Context: an optimization exercise on an open-source flow, tuned for small area and a short achievable clock period. The choices shown serve that exercise and are no tape-out recipe. The RTL was checked by simulation tests, not by an equivalence proof against the original design. No activity file was given, so power comes from the tool's default toggle rates.

## gamma
## alignCellTop
module alignCellTop (
  input  logic        clk,
  input  logic        rst,
  input  logic [76:0] n1_i,
  input  logic [76:0] n2_i,
  input  logic [76:0] n3_i,
  input  logic [1:0]  a_i,
  input  logic [1:0]  b_i,
  input  logic [1:0]  c_i,
  input  logic        en_i,
  output logic [76:0] state_o,
  output logic [1:0]  baseA_o,
  output logic        en_o
);
For scale: about 3,100 cells after synthesis, about 320 I/O pins.
==> flow/config.mk <==
export PLATFORM = sky130hd
export DESIGN_NAME = alignCellTop
export DESIGN_NICKNAME = alignCellTop
export VERILOG_FILES = /design/flow/design.v
export SDC_FILE = /design/flow/constraint.sdc
export NUM_CORES = 4
export LEC_CHECK = 0
export CAP_MARGIN = 20
export CORE_MARGIN = 2
export CORE_UTILIZATION = 45
export SETUP_SLACK_MARGIN = 5
export SLEW_MARGIN = 20
==> flow/constraint.sdc <==
create_clock -name core_clock -period 11.0 [get_ports {clk}]
set_input_delay 2.2000 -clock core_clock [delete_from_list [all_inputs] [get_ports {clk}]]
set_output_delay 2.2000 -clock core_clock [all_outputs]
set_load 0.01 [all_outputs]
standard.sh (not shown) runs the stock make flow with config.mk's settings and CLKGATE_MAP_FILE= SYNTH_SCRIPT=/design/flow/synth_recipe.tcl, a recipe that flattens the netlist after the stock synthesis.
==> flow/flow/run.sh <==
#!/bin/bash
# The standard layout, with plain sky130_fd_sc_hd__buf_1 cells as the port
# buffers (the resizer's timing repair sizes them up where a path needs it).
# make's full output goes to flow.log here; each ORFS step keeps its own log
# under orfs/logs/.
set -euo pipefail
bash standard.sh "BUFFER_PORTS_ARGS=-buffer_cell sky130_fd_sc_hd__buf_1" finish > flow.log 2>&1
--- input diff gamma..alpha ---
- an added ABC_AREA of 1
- a change of CORE_UTILIZATION from 45 to 60
Results
Comparing the two runs side by side, alpha comes out ahead of gamma on area after synthesis.
Via count (alpha / gamma): 1.05
Looking at setup slack of the critical path after layout across gamma and alpha, the one that comes out higher is alpha.
Against gamma, register-to-register slack in alpha came out better.
gamma → alpha: routed wire length has decreased; fraction of the mapped netlist area in adder cells has decreased; number of buffers added to fix hold violations after cts has remained practically unchanged; finished layout cell area has decreased.


Setup of north:
Another version of the RTL of alignCellTop (not shown whole).
Size in the first run: roughly 3900 cells after synthesis, roughly 150 flip-flops, about 320 I/O pins.
clock: 11.0 ns
lec_check: 0
abc_area: 1
cap_margin: 20
core_margin: 2
core_utilization: 45
setup_slack_margin: 3
slew_margin: 20
Scripts as last shown in full above: flow/flow/run.sh
Setup changes, north to south
Settings: SETUP_SLACK_MARGIN changed from 3 to 2.
==> run summary <==
Relative to north, endpoint arrival time on the critical path increased by 0.21 ns in south.
Sequential fraction of the synthesis area of south is on par with north.
south -> north: total wire length flat
Delta (south minus north): area of combinational cells with multiple inputs neither gained nor lost much; maximum frequency lost 2.6%; global-route usage neither gained nor lost much.
Taking north as the reference, in south worst ir drop on vdd held steady, estimated wirelength of the detail-placed design held.
south ends up with a final critical delay including setup and external delays that is 0.19 ns higher than in north.


Another version of the RTL of alignCellTop (not shown whole).
Size in the first run: about 3600 cells after synthesis, ~150 flip-flops, about 320 I/O pins, about 21000 um^2 of cells after synthesis.
## alignCellTop
module alignCellTop (
  input  logic        clk,
  input  logic        rst,
  input  logic [76:0] n1_i,
  input  logic [76:0] n2_i,
  input  logic [76:0] n3_i,
  input  logic [1:0]  a_i,
  input  logic [1:0]  b_i,
  input  logic [1:0]  c_i,
  input  logic        en_i,
  output logic [76:0] state_o,
  output logic [1:0]  baseA_o,
  output logic        en_o
);
Settings: LEC_CHECK=0, ABC_AREA=1, CAP_MARGIN=20, CORE_MARGIN=2, CORE_UTILIZATION=45, PLACE_DENSITY=0.75, SETUP_SLACK_MARGIN=5, SLEW_MARGIN=20; clock period 11.0 ns.
Scripts as last shown in full above: flow/flow/run.sh
Change:
Settings changed: PLACE_DENSITY 0.75 to unset.
The changed run finished clean.
Via count fell by 1.2%.
Non-clock buffer count increases by 4.
Power barely changes.
First-iteration DRC count falls by 14%.
Wire length goes up by 3.7%.
Core utilization stays flat.
Final area hardly moves.
Synthesized area is unchanged.
Combinational power barely changes.
Change:
Settings changed: GPL_ROUTABILITY_DRIVEN set to 0.
Sequential power hardly moves.
Non-clock buffer count went down by 1.
Sequential share of layout area hardly moves.
Via count went up by 0.34%.
Critical path depth went up by 3.
Synthesized area does not change.
Die area stays the same.


Setup of try-xenon:
alignCellTop, a different RTL version from the one above (not shown whole).
For scale: ~3200 cells after synthesis, ~150 flip-flops, roughly 320 I/O pins, roughly 0.023 mm² of cells after synthesis.
clock: 11.0 ns
lec_check: 0
cap_margin: 20
core_margin: 2
core_utilization: 45
setup_slack_margin: 2
slew_margin: 20
run.sh (not shown) runs the stock make flow with config.mk's settings and CLKGATE_MAP_FILE= SYNTH_SCRIPT=/design/flow/synth_recipe.tcl, a recipe that flattens the netlist after the stock synthesis.
Stock flow here: none of the scripts above is used.
try-xenon reached the end of the flow, and the finished layout is clean on the timing, DRC and antenna checks.
The following lists how try-amber was set up differently from try-xenon:
--- a/flow/config.mk
+++ b/flow/config.mk
@@ -11 +10,0 @@
-export SETUP_SLACK_MARGIN = 2
Taking try-xenon as the reference, in try-amber post-route standard cell area excluding fillers dropped about 0.3%, layout buffering overhead excluding clock cells barely changed, data required time of the worst path dropped 0.04 ns, setup slack dropped 0.14 ns.
Run comparison: try-xenon worst setup path startpoint n1_i[32]; try-amber worst setup path startpoint n2_i[55]
try-amber has maximum cell stage delay along the critical path below what try-xenon had.
What try-garnet does differently from try-amber at the input level:
--- a/flow/config.mk
+++ b/flow/config.mk
@@ -7,0 +8 @@
+export ABC_AREA = 1
@@ -10,0 +12 @@
+export SETUP_SLACK_MARGIN = 2
==> run summary <==
Compared with try-amber, in try-garnet layout buffering overhead excluding clock cells was more or less identical, number of rows in the core area went down by 2, total global routing track utilization went down by 2.3 points, detailed placer's ending HPWL went down by 6.6 mm.
met5 as the highest signal layer in the routed design was reported by try-garnet, and met4 by try-amber.


alignCellTop with an RTL version that a note above also has.
For scale: ~3800 cells after synthesis, ~150 flip-flops, roughly 320 I/O pins, ~21000 µm² of cells after synthesis.
export LEC_CHECK = 0
export ABC_AREA = 1
export CAP_MARGIN = 20
export CORE_MARGIN = 2
export CORE_UTILIZATION = 45
export SETUP_SLACK_MARGIN = 4
export SLEW_MARGIN = 20
create_clock -name core_clock -period 11.0 [get_ports {clk}]
standard.sh (not shown) runs the stock make flow with config.mk's settings and CLKGATE_MAP_FILE= SYNTH_SCRIPT=/design/flow/synth_recipe.tcl, a recipe that flattens the netlist after the stock synthesis.
Scripts as last shown in full above: flow/flow/run.sh
Edit:
SETUP_SLACK_MARGIN = 5   (was 4)
=> Core utilization grows by 2.7 points; via count went up by 3.0%; design area went up by about 5%; hold slack hardly moves; worst setup slack is better by 710 ps; area after synthesis stays the same; total power goes up by about 1.5%.

separate check: timing with driven ports:
No port has a modelled driver above. Below, the same layouts with a new extraction and two added sets of constraints.
Step 1: set_driving_cell puts a clkbuf_16 on clk and a buf_2 on each other input, an assumption about the parent block.
Step 2 also shifts input and output timing later by t, the mid clock arrival at the registers, as if the neighbouring blocks saw the same clock.
Slacks: ideal / step 1 / step 2; pairs: ideal / step 1.
run | shift t [ns] | slack for setup (ns) | hold slack, ns | worst setup path at the end | worst slew at a driven data input, ns
gamma | 0.466 | 4.260 / 4.260 / 3.922 | 0.360 / 0.360 / 0.360 | input to register | 0.09
alpha | 0.473 | 5.050 / 5.064 / 4.591 | 0.350 / 0.350 / 0.350 | input to register | 0.07
north | 0.462 | 3.802 / 3.825 / 3.363 | 0.345 / 0.345 / 0.345 | input to register | 0.09
south | 0.462 | 3.608 / 3.636 / 3.174 | 0.345 / 0.345 / 0.345 | input to register | 0.09
the first run of note 3 | 0.469 | 5.199 / 5.224 / 4.756 | 0.442 / 0.442 / 0.442 | input to register | 0.08
the second run of note 3 | 0.479 | 5.227 / 5.251 / 4.771 | 0.445 / 0.445 / 0.445 | input to register | 0.10
the third run of note 3 | 0.471 | 5.205 / 5.224 / 4.753 | 0.449 / 0.449 / 0.449 | input to register | 0.09
try-xenon | 0.494 | 2.237 / 2.271 / 1.777 | 0.341 / 0.341 / 0.341 | input to register | 0.08
try-amber | 0.493 | 2.100 / 2.133 / 1.639 | 0.338 / 0.338 / 0.338 | input to register | 0.08
try-garnet | 0.466 | 3.231 / 3.250 / 2.785 | 0.344 / 0.344 / 0.344 | input to register | 0.06
the first run of note 5 | 0.463 | 4.457 / 4.480 / 4.018 | 0.347 / 0.347 / 0.347 | input to register | 0.10
the second run of note 5 | 0.459 | 5.169 / 5.186 / 4.727 | 0.347 / 0.347 / 0.347 | input to register | 0.12
After both steps setup and hold are still met in every run listed. The setup slack of try-amber, which loses most, moves by +0.033 ns with the drivers and by -0.461 ns with both steps.
